This is an optimization exercise on Yosys and OpenROAD, whose aim is a short achievable clock period and few clock cycles, not a production implementation. No functional check of the RTL was part of this run. No activity file was given, so power comes from the tool's default toggle rates.

File: flow/run.sh
#!/bin/bash
# synth_recipe.tcl (not shown) runs the flow's synth.tcl, then flattens the netlist and writes it again
# the make line also repeats each setting of config.mk as NAME=value (left out here)
make -C /OpenROAD-flow-scripts/flow DESIGN_CONFIG=/design/flow/config.mk WORK_HOME=/design/flow/orfs CLKGATE_MAP_FILE= SYNTH_SCRIPT=/design/flow/synth_recipe.tcl finish
File: flow/config.mk
export PLATFORM = sky130hd
export DESIGN_NAME = csr_top
export DESIGN_NICKNAME = csr_top
export VERILOG_FILES = /design/flow/design.v
export SDC_FILE = /design/flow/constraint.sdc
export NUM_CORES = 4
export LEC_CHECK = 0
export CAP_MARGIN = 20
export CORE_MARGIN = 2
export CORE_UTILIZATION = 35
export SETUP_SLACK_MARGIN = 0.2
export SLEW_MARGIN = 20
File: flow/constraint.sdc
create_clock -name core_clock -period 5.0 [get_ports {clk}]
set_input_delay 1.0000 -clock core_clock [delete_from_list [all_inputs] [get_ports {clk}]]
set_output_delay 1.0000 -clock core_clock [all_outputs]
set_load 0.01 [all_outputs]
File: flow/design.v
package csr_pkg;
    typedef enum logic [11:0] {
        CSR_SATP     = 12'h180,
        CSR_MSTATUS  = 12'h300,
        CSR_MIE      = 12'h304,
        CSR_MTVEC    = 12'h305,
        CSR_MSCRATCH = 12'h340,
        CSR_MEPC     = 12'h341,
        CSR_MCAUSE   = 12'h342,
        CSR_MTVAL    = 12'h343,
        CSR_MIP      = 12'h344,
        CSR_MCYCLE   = 12'hB00,
        CSR_MHARTID  = 12'hF14
    } csr_addr_e;
    localparam logic [31:0] MSTATUS_MASK = 32'h0000_1888;
    localparam logic [31:0] MTVEC_MASK   = 32'hFFFF_FFFC;
    localparam logic [31:0] MIP_MASK     = 32'h0000_0888;
    localparam int MSTATUS_MIE    = 3;
    localparam int MSTATUS_MPIE   = 7;
    localparam int MSTATUS_MPP_LO = 11;
    typedef struct packed {
        logic [31:0] mstatus;
        logic [31:0] mtvec;
        logic [31:0] mip;
        logic [31:0] mie;
        logic [31:0] mscratch;
        logic [31:0] mcause;
        logic [31:0] mtval;
        logic [31:0] mepc;
        logic [31:0] mcycle;
        logic [31:0] mhartid;
        logic [31:0] satp;
    } csr_pack;
endpackage
package core_pkg;
    localparam int XLEN = 32;
    typedef enum logic [2:0] {
        CSR_RW,
        CSR_RS,
        CSR_RC,
        CSR_RWI,
        CSR_RSI,
        CSR_RCI
    } csr_op_e;
    typedef struct packed {
        logic            valid;
        csr_op_e         op;
        logic [11:0]     addr;
        logic [XLEN-1:0] rs1_data;
        logic [4:0]      zimm;
        logic            rs1_zero;
    } csr_req;
    typedef struct packed {
        logic            csr_write_enable;
        logic [11:0]     csr_dest_addr;
        logic [XLEN-1:0] csr_write_data;
    } csr_writer;
    typedef struct packed {
        logic            trap_valid;
        logic            mret_valid;
        logic [XLEN-1:0] cause;
        logic [XLEN-1:0] pc;
        logic [XLEN-1:0] tval;
    } trap_req;
    typedef struct packed {
        logic            valid;
        logic [XLEN-1:0] pc;
    } redirect;
endpackage
`timescale 1ns/10ps
module csr (
    input  logic                clk,
    input  logic                rst,
    input  core_pkg::csr_writer writer,
    output csr_pkg::csr_pack    csrs
);
    csr_pkg::csr_pack csr_reg;
    logic             mcycle_hit;
    assign csrs = csr_reg;
    assign mcycle_hit = writer.csr_write_enable && (writer.csr_dest_addr == csr_pkg::CSR_MCYCLE);
    always_ff @(posedge clk or posedge rst) begin
        if (rst) begin
            csr_reg <= '0;
        end else begin
            if (!mcycle_hit) begin
                csr_reg.mcycle <= csr_reg.mcycle + 32'd1;
            end
            if (writer.csr_write_enable) begin
                case (writer.csr_dest_addr)
                    csr_pkg::CSR_MSTATUS:
                        csr_reg.mstatus <= writer.csr_write_data & csr_pkg::MSTATUS_MASK;
                    csr_pkg::CSR_MTVEC:
                        csr_reg.mtvec <= writer.csr_write_data & csr_pkg::MTVEC_MASK;
                    csr_pkg::CSR_MIP:
                        csr_reg.mip <= writer.csr_write_data & csr_pkg::MIP_MASK;
                    csr_pkg::CSR_MIE:      csr_reg.mie      <= writer.csr_write_data;
                    csr_pkg::CSR_MSCRATCH: csr_reg.mscratch <= writer.csr_write_data;
                    csr_pkg::CSR_MCAUSE:   csr_reg.mcause   <= writer.csr_write_data;
                    csr_pkg::CSR_MTVAL:    csr_reg.mtval    <= writer.csr_write_data;
                    csr_pkg::CSR_MEPC:     csr_reg.mepc     <= writer.csr_write_data;
                    csr_pkg::CSR_MCYCLE:   csr_reg.mcycle   <= writer.csr_write_data;
                    csr_pkg::CSR_MHARTID:  csr_reg.mhartid  <= writer.csr_write_data;
                    csr_pkg::CSR_SATP:     csr_reg.satp     <= writer.csr_write_data;
                    default: begin
                    end
                endcase
            end
        end
    end
endmodule
`timescale 1ns/10ps
module csr_exec (
    input  core_pkg::csr_req              req,
    input  csr_pkg::csr_pack              csrs,
    output logic [core_pkg::XLEN-1:0]     rd_data,
    output logic                          illegal,
    output core_pkg::csr_writer           exec_wr
);
    logic [core_pkg::XLEN-1:0] old_val;
    logic [core_pkg::XLEN-1:0] operand;
    logic [core_pkg::XLEN-1:0] new_val;
    logic                      known;
    logic                      imm_form;
    logic                      src_zero;
    logic                      read_only_op;
    always_comb begin
        known   = 1'b1;
        old_val = '0;
        case (req.addr)
            csr_pkg::CSR_MSTATUS:  old_val = csrs.mstatus;
            csr_pkg::CSR_MIE:      old_val = csrs.mie;
            csr_pkg::CSR_MTVEC:    old_val = csrs.mtvec;
            csr_pkg::CSR_MSCRATCH: old_val = csrs.mscratch;
            csr_pkg::CSR_MEPC:     old_val = csrs.mepc;
            csr_pkg::CSR_MCAUSE:   old_val = csrs.mcause;
            csr_pkg::CSR_MTVAL:    old_val = csrs.mtval;
            csr_pkg::CSR_MIP:      old_val = csrs.mip;
            csr_pkg::CSR_SATP:     old_val = csrs.satp;
            csr_pkg::CSR_MCYCLE:   old_val = csrs.mcycle;
            csr_pkg::CSR_MHARTID:  old_val = csrs.mhartid;
            default:               known   = 1'b0;
        endcase
    end
    assign rd_data = old_val;
    assign illegal = req.valid && !known;
    assign imm_form = (req.op == core_pkg::CSR_RWI) || (req.op == core_pkg::CSR_RSI) ||
                      (req.op == core_pkg::CSR_RCI);
    assign operand  = imm_form ? {{(core_pkg::XLEN-5){1'b0}}, req.zimm} : req.rs1_data;
    assign src_zero = imm_form ? (req.zimm == 5'd0) : req.rs1_zero;
    always_comb begin
        case (req.op)
            core_pkg::CSR_RS,
            core_pkg::CSR_RSI: new_val = old_val | operand;
            core_pkg::CSR_RC,
            core_pkg::CSR_RCI: new_val = old_val & ~operand;
            default:           new_val = operand;
        endcase
    end
    assign read_only_op = src_zero && !((req.op == core_pkg::CSR_RW) || (req.op == core_pkg::CSR_RWI));
    assign exec_wr.csr_write_enable = req.valid && known && !read_only_op;
    assign exec_wr.csr_dest_addr    = req.addr;
    assign exec_wr.csr_write_data   = new_val;
endmodule
`timescale 1ns/10ps
module trap_seq (
    input  logic                clk,
    input  logic                rst,
    input  core_pkg::trap_req   trap,
    input  core_pkg::csr_writer exec_wr,
    input  csr_pkg::csr_pack    csrs,
    output core_pkg::csr_writer writer,
    output logic                busy,
    output core_pkg::redirect   redir
);
    typedef enum logic [2:0] {
        IDLE,
        W_CAUSE,
        W_EPC,
        W_TVAL,
        W_STATUS,
        M_STATUS,
        REDIRECT
    } state_e;
    state_e                    state;
    state_e                    state_nxt;
    logic                      is_mret;
    logic [core_pkg::XLEN-1:0] cause_q;
    logic [core_pkg::XLEN-1:0] pc_q;
    logic [core_pkg::XLEN-1:0] tval_q;
    logic [31:0]               status_trap;
    logic [31:0]               status_mret;
    always_comb begin
        state_nxt = state;
        case (state)
            IDLE: begin
                if (trap.trap_valid) begin
                    state_nxt = W_CAUSE;
                end else if (trap.mret_valid) begin
                    state_nxt = M_STATUS;
                end
            end
            W_CAUSE:  state_nxt = W_EPC;
            W_EPC:    state_nxt = W_TVAL;
            W_TVAL:   state_nxt = W_STATUS;
            W_STATUS: state_nxt = REDIRECT;
            M_STATUS: state_nxt = REDIRECT;
            default:  state_nxt = IDLE;
        endcase
    end
    always_ff @(posedge clk or posedge rst) begin
        if (rst) begin
            state   <= IDLE;
            is_mret <= 1'b0;
        end else begin
            state <= state_nxt;
            if (state == IDLE && (trap.trap_valid || trap.mret_valid)) begin
                is_mret <= trap.mret_valid;
            end
        end
    end
    always_ff @(posedge clk) begin
        if (state == IDLE && trap.trap_valid) begin
            cause_q <= trap.cause;
            pc_q    <= trap.pc;
            tval_q  <= trap.tval;
        end
    end
    always_comb begin
        status_trap = csrs.mstatus;
        status_trap[csr_pkg::MSTATUS_MPIE] = csrs.mstatus[csr_pkg::MSTATUS_MIE];
        status_trap[csr_pkg::MSTATUS_MIE] = 1'b0;
        status_trap[csr_pkg::MSTATUS_MPP_LO +: 2] = 2'b11;
        status_mret = csrs.mstatus;
        status_mret[csr_pkg::MSTATUS_MIE] = csrs.mstatus[csr_pkg::MSTATUS_MPIE];
        status_mret[csr_pkg::MSTATUS_MPIE] = 1'b1;
        status_mret[csr_pkg::MSTATUS_MPP_LO +: 2] = 2'b11;
    end
    always_comb begin
        writer.csr_write_enable = 1'b1;
        writer.csr_dest_addr    = csr_pkg::CSR_MSTATUS;
        writer.csr_write_data   = status_trap;
        case (state)
            IDLE: begin
                writer = exec_wr;
                if (trap.trap_valid || trap.mret_valid) begin
                    writer.csr_write_enable = 1'b0;
                end
            end
            W_CAUSE: begin
                writer.csr_dest_addr  = csr_pkg::CSR_MCAUSE;
                writer.csr_write_data = cause_q;
            end
            W_EPC: begin
                writer.csr_dest_addr  = csr_pkg::CSR_MEPC;
                writer.csr_write_data = pc_q;
            end
            W_TVAL: begin
                writer.csr_dest_addr  = csr_pkg::CSR_MTVAL;
                writer.csr_write_data = tval_q;
            end
            M_STATUS: writer.csr_write_data = status_mret;
            W_STATUS: writer.csr_write_data = status_trap;
            default:  writer.csr_write_enable = 1'b0;
        endcase
    end
    assign busy      = (state != IDLE);
    assign redir.valid = (state == REDIRECT);
    assign redir.pc    = is_mret ? csrs.mepc : csrs.mtvec;
endmodule
`timescale 1ns/10ps
module csr_unit (
    input  logic                          clk,
    input  logic                          rst,
    input  core_pkg::csr_req              req,
    input  core_pkg::trap_req             trap,
    output logic [core_pkg::XLEN-1:0]     rd_data,
    output logic                          illegal,
    output logic                          busy,
    output core_pkg::redirect             redir,
    output csr_pkg::csr_pack              csrs
);
    core_pkg::csr_writer exec_wr;
    core_pkg::csr_writer writer;
    csr_exec u_exec (
        .req     (req),
        .csrs    (csrs),
        .rd_data (rd_data),
        .illegal (illegal),
        .exec_wr (exec_wr)
    );
    trap_seq u_seq (
        .clk     (clk),
        .rst     (rst),
        .trap    (trap),
        .exec_wr (exec_wr),
        .csrs    (csrs),
        .writer  (writer),
        .busy    (busy),
        .redir   (redir)
    );
    csr u_csr (
        .clk    (clk),
        .rst    (rst),
        .writer (writer),
        .csrs   (csrs)
    );
endmodule
`timescale 1ns/10ps
module csr_top (
    input  logic        clk,
    input  logic        rst,
    input  logic        req_valid,
    input  logic [2:0]  req_op,
    input  logic [11:0] req_addr,
    input  logic [31:0] req_rs1_data,
    input  logic [4:0]  req_zimm,
    input  logic        req_rs1_zero,
    input  logic        trap_valid,
    input  logic        mret_valid,
    input  logic [31:0] trap_cause,
    input  logic [31:0] trap_pc,
    input  logic [31:0] trap_tval,
    output logic [31:0] rd_data,
    output logic        illegal,
    output logic        busy,
    output logic        redir_valid,
    output logic [31:0] redir_pc,
    output logic [31:0] mstatus,
    output logic [31:0] mtvec,
    output logic [31:0] mip,
    output logic [31:0] mie,
    output logic [31:0] mscratch,
    output logic [31:0] mcause,
    output logic [31:0] mtval,
    output logic [31:0] mepc,
    output logic [31:0] mcycle,
    output logic [31:0] mhartid,
    output logic [31:0] satp
);
    core_pkg::csr_req  req;
    core_pkg::trap_req trap;
    core_pkg::redirect redir;
    csr_pkg::csr_pack  csrs;
    assign req.valid    = req_valid;
    assign req.op       = core_pkg::csr_op_e'(req_op);
    assign req.addr     = req_addr;
    assign req.rs1_data = req_rs1_data;
    assign req.zimm     = req_zimm;
    assign req.rs1_zero = req_rs1_zero;
    assign trap.trap_valid = trap_valid;
    assign trap.mret_valid = mret_valid;
    assign trap.cause      = trap_cause;
    assign trap.pc         = trap_pc;
    assign trap.tval       = trap_tval;
    csr_unit u_unit (
        .clk     (clk),
        .rst     (rst),
        .req     (req),
        .trap    (trap),
        .rd_data (rd_data),
        .illegal (illegal),
        .busy    (busy),
        .redir   (redir),
        .csrs    (csrs)
    );
    assign redir_valid = redir.valid;
    assign redir_pc    = redir.pc;
    assign mstatus  = csrs.mstatus;
    assign mtvec    = csrs.mtvec;
    assign mip      = csrs.mip;
    assign mie      = csrs.mie;
    assign mscratch = csrs.mscratch;
    assign mcause   = csrs.mcause;
    assign mtval    = csrs.mtval;
    assign mepc     = csrs.mepc;
    assign mcycle   = csrs.mcycle;
    assign mhartid  = csrs.mhartid;
    assign satp     = csrs.satp;
endmodule
==> flow_metrics.py <==
metrics = {
    "outcome": {
        "outcome": "timing/DRC/antenna clean",
    },
    "yosys": {
        "synth_top_area_cell": "dfrtp_1",
        "ys_seq_area_frac": 0.5513,
        "synth-edff-count": 96,
        "async_reset_ff_frac": 0.7557,
        "synth_cell_type_count": 73,
        "yosysTopAreaCellShare": 0.3972,
        "syn_area_per_cell_sq_um": 10.58,
        "ys.warnings.count": 3,
        "netlist_top_cells_area": "dfrtp_1, edfxtp_1, mux2_2",
        "synth_fa_ha_area_frac": 0.0006688,
        "synthMuxAreaShare": 0.07724,
        "ys_ff_latch": 393,
        "synthSimpleGateAreaFrac": 0.1294,
        "synth_compound_area_frac": 0.1726,
        "synth_cells": 1769,
        "synth_xor_area_frac": 0.01451,
        "synth_common_cells": "dfrtp_1, nand2_1, o21ai_0",
        "synth_top_family_by_area": "compound AO/OA/AOI/OAI gates",
        "synthesis.area_sq_um": 18710,
        "yosysMostFrequentCell": "dfrtp_1",
        "synth_ff_type": "dfrtp_1",
    },
    "worst_setup_path": {
        "cp_slowest_cell": "clkdlybuf4s50_1",
        "worstSetupPathType": "in2out",
        "cp.arrival_ps": 3760,
        "cp_cell_sequence": "clkdlybuf4s50_1 > buf_4 > or4_4 > nor4_4 > buf_6 > buf_12 > o2bb2ai_1 > a221oi_1 > nand3_1 > clkdlybuf4s50_1",
        "crit_family": "buffers and inverters",
        "end_kind": "output port",
        "cp_num_buf_inv": 5,
        "worstPathMaxFanout": 16,
        "critPathMaxStageDelay_ps": 570,
        "start_kind": "input port",
        "timing.critical_path.mode_cell": "clkdlybuf4s50_1",
        "critical_path_required_ps": 4000,
        "rrSetupSlack_ps": 1730,
    },
    "grt": {
        "grt_util_all_layers": 0.2826,
        "grt_max_degree": 112,
        "antenna_found_initial": 1,
        "grt_pass1_wl_mm": 115.8,
        "grt_pass1_vias": 16400,
        "gr-total-overflow": 0,
    },
    "floorplanning": {
        "die_h_um": 235.2,
        "top_level_ports": 573,
        "rows": 84,
        "die_area_sq_um": 55320,
        "core_area_sq_um": 52660,
        "die_w_um": 235.2,
        "initial_core_util": 0.3553,
    },
    "pwr": {
        "leakage_nw": 10.61,
        "power.density_nw_per_um2": 471.3,
        "ir_drop_uv": 285.1,
    },
    "worst_hold_path": {
        "min_path_type": "reg2reg",
    },
    "timing": {
        "drv_slew": 0,
        "rsz0062_at_grt": "yes",
        "post-route-period-util": 0.9523,
        "fmaxAchievable_mhz": 210.0,
        "relSlewSlack": 0.1698,
        "fin_skew_ps": 21.66,
        "tns_ps": 0,
        "hold_viol": 0,
        "min_period_ps": 4761,
        "setup_viol": 0,
        "worstMarginPinSlew_ps": 1242,
    },
    "cells_and_area": {
        "largest_reg_flops": 293,
        "multiInputGateArea_sq_um": 7706,
        "num-fill-cells": 4791,
        "fin_util": 0.5025,
        "nets": 2464,
        "drive_above_1_share": 0.1446,
        "syn_to_final_growth_pct": 41.42,
        "antenna_cells": 0,
        "regArea_sq_um": 10320,
    },
    "clock_tree": {
        "cts_made_buffers": 45,
        "clockRootBuffer": "clkbuf_16",
        "path_clk_slew_ps": 60,
        "htreeDepth": 2,
        "hold_buffers": 0,
        "clock_latency_ps": 590,
        "clk_path_buf_depth": 3,
        "clock_sinks": 393,
        "tritoncts": "yes",
    },
    "route": {
        "wl_per_cell_um": 26.48,
        "drtIter0Drc": 1683,
        "vias_per_cell": 5.527,
        "vias": 16760,
        "drt_wl_total_mm": 80.30,
        "drt_pass1_iterations": 6,
        "antenna_left": 0,
        "drc_errors": 0,
    },
    "placement": {
        "place.gp.congestion": 0.9457,
        "post-dp-hpwl_mm": 59.74,
        "portBuffers": 513,
    },
    "job": {
        "maxCapViolCount": 0,
    },
}
==> tightest hold or removal path, stage by stage (launching register included) <==
cell	delay [ps]
dfrtp_1	360
nand2_1	50
o21ai_0	60
==> layout make-up <==
type,instances,area share
sequential,393,0.3900
multi-input combinational,1244,0.2913
timing repair buffer,615,0.2287
clock buffer,51,0.04341
tap,688,0.03254
clock inverter,32,0.01248
inverter,10,0.001561
==> logic make-up after synthesis <==
group,Yosys count
and+or+nand+nor,516
AOI/OAI and AO/OA,506
DFF,393
buffers and inverters,190
muxes,131
xor gates and xnor gates,31
adders and majority gates,1
other,1
==> cells in the final DEF (no fill, tap or decap), types with 59 or more instances in the layout <==
cell,instances
o21ai_0,186
nand2_1,222
mux2_2,87
a31oi_1,78
a21oi_1,62
conb_1,59
edfxtp_1,96
dfrtp_1,293
clkdlybuf4s50_1,506
buf_4,86
nor2_1,148
a22oi_1,64
==> worst paths after layout <==
check,startpoint,endpoint,cells after the start
max in group asynchronous,rst,u_unit.u_csr.csr_reg[42],3
min in group asynchronous,rst,u_unit.u_csr.csr_reg[195],2
worst max register to register,u_unit.u_seq.state[1],u_unit.u_csr.csr_reg[237],8
worst min-delay path,u_unit.u_csr.csr_reg[253],u_unit.u_csr.csr_reg[253],2
worst min register to register,u_unit.u_csr.csr_reg[253],u_unit.u_csr.csr_reg[253],2
worst max-delay path,req_addr[1],rd_data[24],10
==> what timing repair did <==
action	in CTS	in global routing
cloned	0	0
buffers inserted	0	10
setup endpoints to repair	32	20
resized for setup	9	15
pin swaps	2	5
==> power by group <==
part	internal (mW)	leakage, nW	switching (mW)
Combinational	2.06	5.16	2.47
Sequential	3.91	4.73	0.671
Clock	1.93	0.719	1.43
Total	7.90	10.6	4.57
==> routing by layer <==
metal	part of all wire	global-route usage	wire (um)
met2	0.47	0.4588	37850
met4	0.030	0.08727	2410
met5	0	0	0
met3	0.076	0.05582	6140
met1	0.42	0.3813	33900
==> stage by stage <==
step	hold WS [ps]	cells	cell area (sq um)	total power, mW	worst slack [ps]
global route	538.7	3033	26460	13.01	146.4
CTS	504.4	3023	26310	12.51	178.0
finish	502.7	3033	26460	12.47	238.6
detailed placement	492.8	2940	24800	9.141	51.33
floorplan	525.9	1827	18930	6.626	54.91
global placement	484.5	2939	24790	9.094	90.03

-- re-timing with driven ports --
No port has a modelled driver above. Below, the same layout with a new extraction and two added sets of constraints. Step 1, drivers: a clkbuf_16 drives clk and a buf_2 each remaining input, both assumed. Step 2 adds t to the input delays and takes it off the output delays; t is the mean of the earliest and latest rising clock arrival at the registers after step 1. Input paths then give back, and output paths get back, about the clock's delay inside the block. a / b / c = no drivers / after step 1 / after step 2; a / b = the first two.
t (ns): 0.638
setup WS [ns]: 0.239 / 0.216 / 0.216
pins driven straight from the clock port: 1
After both steps setup and hold are still met in this run. The setup slack of this run moves by -0.023 ns with the drivers and by -0.023 ns with both steps.
